This design comes from an exercise in tuning for small area on the open sky130 flow, not from production work.
The RTL was checked by simulation tests, not by an equivalence proof against the original design.

== P ==
==> flow/design.v <==
package mips_lite_pkg;
    localparam int DATA_W     = 32;
    localparam int ADDR_W     = 32;
    localparam int REG_ADDR_W = 5;
    localparam int REG_NUM    = 32;
    localparam logic [ADDR_W-1:0] RESET_PC = 32'hbfc00000;
    localparam logic [5:0] OP_SPECIAL = 6'h00;
    localparam logic [5:0] OP_ADDIU   = 6'h09;
    localparam logic [5:0] OP_ANDI    = 6'h0c;
    localparam logic [5:0] OP_ORI     = 6'h0d;
    localparam logic [5:0] OP_XORI    = 6'h0e;
    localparam logic [5:0] OP_LUI     = 6'h0f;
    localparam logic [5:0] FN_SLL  = 6'h00;
    localparam logic [5:0] FN_SRL  = 6'h02;
    localparam logic [5:0] FN_SRA  = 6'h03;
    localparam logic [5:0] FN_ADDU = 6'h21;
    localparam logic [5:0] FN_SUBU = 6'h23;
    localparam logic [5:0] FN_AND  = 6'h24;
    localparam logic [5:0] FN_OR   = 6'h25;
    localparam logic [5:0] FN_XOR  = 6'h26;
    localparam logic [5:0] FN_NOR  = 6'h27;
    localparam logic [5:0] FN_SLT  = 6'h2a;
    localparam logic [5:0] FN_LUI  = 6'h3f;
    localparam logic [2:0] K_ADD = 3'd0, K_AND = 3'd1, K_OR  = 3'd2, K_XOR = 3'd3,
                           K_NOR = 3'd4, K_SLT = 3'd5, K_SH  = 3'd6, K_LUI = 3'd7;
    typedef struct packed {
        logic [5:0]            opcode;
        logic [REG_ADDR_W-1:0] rs;
        logic [REG_ADDR_W-1:0] rt;
        logic [REG_ADDR_W-1:0] rd;
        logic [4:0]            shamt;
        logic [5:0]            funct;
    } r_fmt_t;
    typedef struct packed {
        logic [5:0]            opcode;
        logic [REG_ADDR_W-1:0] rs;
        logic [REG_ADDR_W-1:0] rt;
        logic [15:0]           imm;
    } i_fmt_t;
    typedef union packed {
        r_fmt_t r_fmt;
        i_fmt_t i_fmt;
    } instr_u;
endpackage
import mips_lite_pkg::*;
module fetch_unit (
    input  logic [31:2] pc_i,
    output logic [31:2] pc_inc_o
);
    assign pc_inc_o = pc_i + 30'd1;
endmodule
import mips_lite_pkg::*;
module execute_unit (
    input  logic [31:0] a_i,
    input  logic [31:0] b_i,
    input  logic [2:0]  op_i,
    input  logic        sub_i,     
    input  logic        sll_i,
    input  logic        sra_i,
    input  logic [4:0]  sa_i,
    output logic [31:0] res_o
);
    logic [31:0] a, b, op2x, sum, rin, r, rev_r, lg;
    logic        lt, fill;
    logic [32:0] sum_c;
    assign a     = a_i;
    assign b     = b_i;
    assign op2x  = b ^ {32{sub_i}};
    assign sum_c = {a, 1'b1} + {op2x, sub_i};
    assign sum   = sum_c[32:1];
    assign lt    = (a[31] ^ b[31]) ? a[31] : sum[31];
    always_comb begin
        for (int i = 0; i < 32; i++) rin[i] = sll_i ? b[31-i] : b[i];
    end
    assign fill = sra_i & b[31];
    always_comb begin
        logic [31:0] s;
        s = rin;
        if (sa_i[0]) s = {{1{fill}},  s[31:1]};
        if (sa_i[1]) s = {{2{fill}},  s[31:2]};
        if (sa_i[2]) s = {{4{fill}},  s[31:4]};
        if (sa_i[3]) s = {{8{fill}},  s[31:8]};
        if (sa_i[4]) s = {{16{fill}}, s[31:16]};
        r = s;
        for (int i = 0; i < 32; i++) rev_r[i] = s[31-i];
    end
    logic s_add, s_and, s_or, s_xor, s_nor, s_slt, s_sr, s_sl, s_lui;
    assign s_add = (op_i == K_ADD);
    assign s_and = (op_i == K_AND);
    assign s_or  = (op_i == K_OR);
    assign s_xor = (op_i == K_XOR);
    assign s_nor = (op_i == K_NOR);
    assign s_slt = (op_i == K_SLT);
    assign s_sr  = (op_i == K_SH) & !sll_i;
    assign s_sl  = (op_i == K_SH) & sll_i;
    assign s_lui = (op_i == K_LUI);
    logic t_ne, t_11, t_00;
    assign t_ne = s_or | s_xor;
    assign t_11 = s_and | s_or;
    assign t_00 = s_nor;
    always_comb begin
        for (int i = 0; i < 32; i++)
            lg[i] = (a[i] ^ b[i]) ? t_ne : (a[i] ? t_11 : t_00);
    end
    assign res_o = ({32{s_add}} & sum)
                 | lg
                 | ({32{s_slt}} & {31'd0, lt})
                 | ({32{s_sr}}  & r)
                 | ({32{s_sl}}  & rev_r)
                 | ({32{s_lui}} & b);
endmodule
import mips_lite_pkg::*;
module mips_lite_core (
    input  logic                  clk,
    input  logic                  rst_n_i,
    input  logic                  stall_i,
    output logic                  rom_en_o,
    output logic [ADDR_W-1:0]     rom_addr_o,
    input  mips_lite_pkg::instr_u                rom_data_i,
    output logic                  debug_reg_write_en_o,
    output logic [REG_ADDR_W-1:0] debug_reg_write_addr_o,
    output logic [DATA_W-1:0]     debug_reg_write_data_o,
    output logic [ADDR_W-1:0]     debug_pc_addr_o
);
    logic [31:2] pc_q;      
    logic [31:2] pc_inc;
    logic        ph_q;      
    logic        clr_q;     
    logic [31:0] x_q;       
    logic [31:0] y_q;       
    logic [4:0]  ra_q;      
    logic [4:0]  rd_q;      
    logic        en_q;      
    logic [4:0]  sa_q;      
    logic [2:0]  op_q;      
    logic        sub_q;     
    logic        sll_q;     
    logic        sra_q;     
    logic [31:0] w;
    assign w = rom_data_i;
    logic [5:0] op, fn;
    logic [15:0] imm;
    logic is_r, f_sll, f_srl, f_sra, f_addu, f_subu, f_and, f_or, f_xor, f_nor, f_slt;
    logic o_addiu, o_andi, o_ori, o_xori, o_lui;
    logic known, use_imm;
    logic [4:0] dest;
    logic [2:0] kind;
    assign op  = w[31:26];
    assign fn  = w[5:0];
    assign imm = w[15:0];
    assign is_r    = (op == 6'h00);
    assign f_sll   = is_r && fn == 6'h00;
    assign f_srl   = is_r && fn == 6'h02;
    assign f_sra   = is_r && fn == 6'h03;
    assign f_addu  = is_r && fn == 6'h21;
    assign f_subu  = is_r && fn == 6'h23;
    assign f_and   = is_r && fn == 6'h24;
    assign f_or    = is_r && fn == 6'h25;
    assign f_xor   = is_r && fn == 6'h26;
    assign f_nor   = is_r && fn == 6'h27;
    assign f_slt   = is_r && fn == 6'h2a;
    assign o_addiu = (op == 6'h09);
    assign o_andi  = (op == 6'h0c);
    assign o_ori   = (op == 6'h0d);
    assign o_xori  = (op == 6'h0e);
    assign o_lui   = (op == 6'h0f);
    assign known   = f_sll | f_srl | f_sra | f_addu | f_subu | f_and | f_or |
                     f_xor | f_nor | f_slt | o_addiu | o_andi | o_ori | o_xori | o_lui;
    assign use_imm = o_addiu | o_andi | o_ori | o_xori | o_lui;
    assign dest    = is_r ? w[15:11] : w[20:16];
    always_comb begin
        kind = K_ADD;
        if (f_and | o_andi)               kind = K_AND;
        if (f_or  | o_ori)                kind = K_OR;
        if (f_xor | o_xori)               kind = K_XOR;
        if (f_nor)                        kind = K_NOR;
        if (f_slt)                        kind = K_SLT;
        if (f_sll | f_srl | f_sra)        kind = K_SH;
        if (o_lui)                        kind = K_LUI;
    end
    always_ff @(posedge clk or negedge rst_n_i) begin
        if (!rst_n_i) begin
            pc_q  <= RESET_PC[31:2] - 30'd1;
            ph_q  <= 1'b1;
            clr_q <= 1'b1;
            en_q  <= 1'b0;
        end else begin
            clr_q <= 1'b0;
            if (!stall_i) begin
                ph_q <= !ph_q;
                if (!ph_q) begin
                    pc_q <= pc_inc;
                    en_q <= known && (dest != 5'd0);
                end
            end
        end
    end
    always_ff @(posedge clk) begin
        if (!stall_i) begin
            ra_q <= ph_q ? w[20:16] : w[25:21];
            if (!ph_q) begin
                rd_q  <= dest;
                sa_q  <= w[10:6];
                op_q  <= kind;
                sub_q <= f_subu | f_slt;
                sll_q <= f_sll;
                sra_q <= f_sra;
            end
        end
    end
    fetch_unit u_pc_inc (
        .pc_i     (pc_q),
        .pc_inc_o (pc_inc)
    );
    assign rom_en_o   = 1'b1;
    assign rom_addr_o = {pc_inc, 2'b00};
    logic [31:0] regs_q [1:31];
    logic [31:0] rdata;
    logic [31:0] res;
    always_comb begin
        logic [31:0] t [0:31];
        t[0] = '0;
        for (int i = 1; i < 32; i++)
            t[i] = {32{ra_q == 5'(i)}} & regs_q[i];
        for (int n = 16; n >= 1; n = n / 2)
            for (int k = 0; k < n; k++)
                t[k] = t[2*k] | t[2*k+1];
        rdata = t[0];
    end
    logic [31:1] row_we, row_hold;
    always_comb begin
        for (int i = 1; i < 32; i++) begin
            row_we[i]   = !ph_q && !stall_i && en_q && rd_q == 5'(i);
            row_hold[i] = !clr_q && !row_we[i];
        end
    end
    always_ff @(posedge clk) begin
        for (int i = 1; i < 32; i++)
            regs_q[i] <= ({32{row_hold[i]}} & regs_q[i]) | ({32{row_we[i]}} & res);
    end
    logic fwd;
    assign fwd = en_q && (ra_q == rd_q);
    logic x_hold, x_imm, x_fwd, x_rd;
    assign x_hold = ph_q | stall_i;
    assign x_imm  = !x_hold & use_imm;
    assign x_fwd  = !x_hold & !use_imm & fwd;
    assign x_rd   = !x_hold & !use_imm & !fwd;
    always_ff @(posedge clk) begin
        x_q <= ({32{x_hold}} & x_q) | ({32{x_imm}} & immx) |
               ({32{x_fwd}} & res) | ({32{x_rd}} & rdata);
        if (ph_q)
            y_q <= rdata;
    end
    logic [31:0] immx;
    assign immx = o_lui ? {imm, 16'd0} : {{16{o_addiu & imm[15]}}, imm};
    execute_unit u_alu (
        .a_i   (y_q),
        .b_i   (x_q),
        .op_i  (op_q),
        .sub_i (sub_q),
        .sll_i (sll_q),
        .sra_i (sra_q),
        .sa_i  (sa_q),
        .res_o (res)
    );
    assign debug_reg_write_en_o   = en_q && !ph_q && !stall_i;
    assign debug_reg_write_addr_o = rd_q;
    assign debug_reg_write_data_o = res;
    assign debug_pc_addr_o        = {pc_q, 2'b00};
endmodule
clock: 6.0 ns
lec_check: 0
abc_area: 1
cap_margin: 15
core_margin: 2
core_utilization: 55
gpl_timing_driven: 0
place_density: 0.65
setup_slack_margin: 0.1
slew_margin: 15
standard.sh (not shown) runs the stock make flow with config.mk's settings and CLKGATE_MAP_FILE= SYNTH_SCRIPT=/design/flow/synth_recipe.tcl, a recipe that flattens the netlist after the stock synthesis.
==> flow/flow/run.sh <==
#!/bin/bash
# Standard layout with these changes:
#  - ABC maps combinational logic with the &nf area mapper (flow/abc_area.script)
#    instead of ORFS's map -B 0.9; registers are untouched. The purely
#    combinational ALU (execute_unit) and pc decrement (fetch_unit) modules are
#    synthesized on their own (SYNTH_HIERARCHICAL) and mapped for delay with
#    flow/abc_speed_mod.script; the standard flow's synthesis script flattens afterwards.
#  - ports are buffered with buf_1 instead of the default clkdlybuf4s50_1.
#  - CTS uses a clkbuf_16 root and clkbuf_8 buffers on sink clusters of 16,
#    with no dummy loads.
#  - the resizer may not use buf_8/buf_12/buf_16 (added to the don't-use list).
set -euo pipefail
here=$(pwd)
rm -rf "$here/scripts_mod"
cp -r "$FLOW_HOME/scripts" "$here/scripts_mod"
cp "$here/flow/abc_area.script" "$here/scripts_mod/abc_area.script"
cp "$here/flow/abc_speed_mod.script" "$here/scripts_mod/abc_speed_mod.script"
# run a second abc pass with the speed script on ABC_SPEED_MODULES
python3 - "$here/scripts_mod/synth.tcl" <<'PY'
import sys
f = sys.argv[1]
s = open(f).read()
old = """  log_cmd abc {*}$abc_args
} else {"""
new = """  if { [env_var_exists_and_non_empty ABC_SPEED_MODULES] } {
    set i [lsearch -exact $abc_args -script]
    set speed_args [lreplace $abc_args [expr {$i + 1}] [expr {$i + 1}] \\
      $::env(SCRIPTS_DIR)/abc_speed_mod.script]
    log_cmd abc {*}$speed_args {*}$::env(ABC_SPEED_MODULES)
    log_cmd abc {*}$abc_args $::env(DESIGN_NAME)
  } else {
    log_cmd abc {*}$abc_args
  }
} else {"""
assert old in s
open(f, "w").write(s.replace(old, new))
PY
dont_use="sky130_fd_sc_hd__probe_p_8 sky130_fd_sc_hd__probec_p_8 sky130_fd_sc_hd__lpflow_bleeder_1"
for c in clkbufkapwr_1 clkbufkapwr_16 clkbufkapwr_2 clkbufkapwr_4 clkbufkapwr_8 \
         clkinvkapwr_1 clkinvkapwr_16 clkinvkapwr_2 clkinvkapwr_4 clkinvkapwr_8 \
         decapkapwr_12 decapkapwr_3 decapkapwr_4 decapkapwr_6 decapkapwr_8 \
         inputiso0n_1 inputiso0p_1 inputiso1n_1 inputiso1p_1 inputisolatch_1 \
         isobufsrc_1 isobufsrc_16 isobufsrc_2 isobufsrc_4 isobufsrc_8 isobufsrckapwr_16 \
         lsbuf_lh_hl_isowell_tap_1 lsbuf_lh_hl_isowell_tap_2 lsbuf_lh_hl_isowell_tap_4 \
         lsbuf_lh_isowell_4 lsbuf_lh_isowell_tap_1 lsbuf_lh_isowell_tap_2 lsbuf_lh_isowell_tap_4; do
  dont_use="$dont_use sky130_fd_sc_hd__lpflow_$c"
done
dont_use="$dont_use sky130_fd_sc_hd__buf_8 sky130_fd_sc_hd__buf_12 sky130_fd_sc_hd__buf_16"
knobs=(
  SCRIPTS_DIR="$here/scripts_mod"
  SYNTH_HIERARCHICAL=1
  ABC_SPEED_MODULES="execute_unit fetch_unit"
  DONT_USE_CELLS="$dont_use"
  BUFFER_PORTS_ARGS="-buffer_cell sky130_fd_sc_hd__buf_1"
  CTS_ARGS="-sink_clustering_enable -repair_clock_nets -dont_use_dummy_load -root_buf sky130_fd_sc_hd__clkbuf_16 -buf_list sky130_fd_sc_hd__clkbuf_8 -sink_clustering_size 16 -sink_clustering_max_diameter 50"
)
bash standard.sh "${knobs[@]}" synth > "$here/synth.log" 2>&1
bash standard.sh "${knobs[@]}" finish > "$here/layout.log" 2>&1
Other scripts of this flow, unchanged in this note and not shown: flow/flow/abc_area.script, flow/flow/abc_speed_mod.script
The inputs of Q differ from those of P as listed below.
diff --git a/flow/flow/run.sh b/flow/flow/run.sh
--- a/flow/flow/run.sh
+++ b/flow/flow/run.sh
@@ -8,3 +8,3 @@
 #  - ports are buffered with buf_1 instead of the default clkdlybuf4s50_1.
-#  - CTS uses a clkbuf_16 root and clkbuf_8 buffers on sink clusters of 16,
+#  - CTS uses a clkbuf_16 root and clkbuf_4 buffers on sink clusters of 8,
 #    with no dummy loads.
@@ -54,3 +54,3 @@
   BUFFER_PORTS_ARGS="-buffer_cell sky130_fd_sc_hd__buf_1"
-  CTS_ARGS="-sink_clustering_enable -repair_clock_nets -dont_use_dummy_load -root_buf sky130_fd_sc_hd__clkbuf_16 -buf_list sky130_fd_sc_hd__clkbuf_8 -sink_clustering_size 16 -sink_clustering_max_diameter 50"
+  CTS_ARGS="-sink_clustering_enable -repair_clock_nets -dont_use_dummy_load -root_buf sky130_fd_sc_hd__clkbuf_16 -buf_list sky130_fd_sc_hd__clkbuf_4 -sink_clustering_size 8 -sink_clustering_max_diameter 30"
 )
Findings:
met1 usage in global routing was lower in P than in Q. In the tables for P and Q, maximum fanout along the worst path reads lower with P. Compared Q against P; share of the core filled with cells within noise. The run showing the greater buffer count from post-CTS setup fixing is Q.

[what the ideal ports hide]
No port has a modelled driver above. Below, the same layouts with a new extraction and two added sets of constraints.
Step 1 sets driving cells, clkbuf_16 on the clock port and buf_2 on the other inputs (assumed; they add their load-dependent delay and slew).
Step 2 times the ports against the registers' clock, not the clock port: input delays grow and output delays shrink by t, the midpoint of the rising clock arrivals with the driver on.
Three values: ideal, step 1, step 2; two values: the first two.
run | shift t [ns] | setup slack, ns | worst slew at a driven data input, ns
P | 0.708 | 0.057 / -0.011 / 0.447 | 0.05
Q | 0.833 | 0.027 / -0.045 / 0.298 | 0.05
After both steps setup and hold are still met in every run listed.
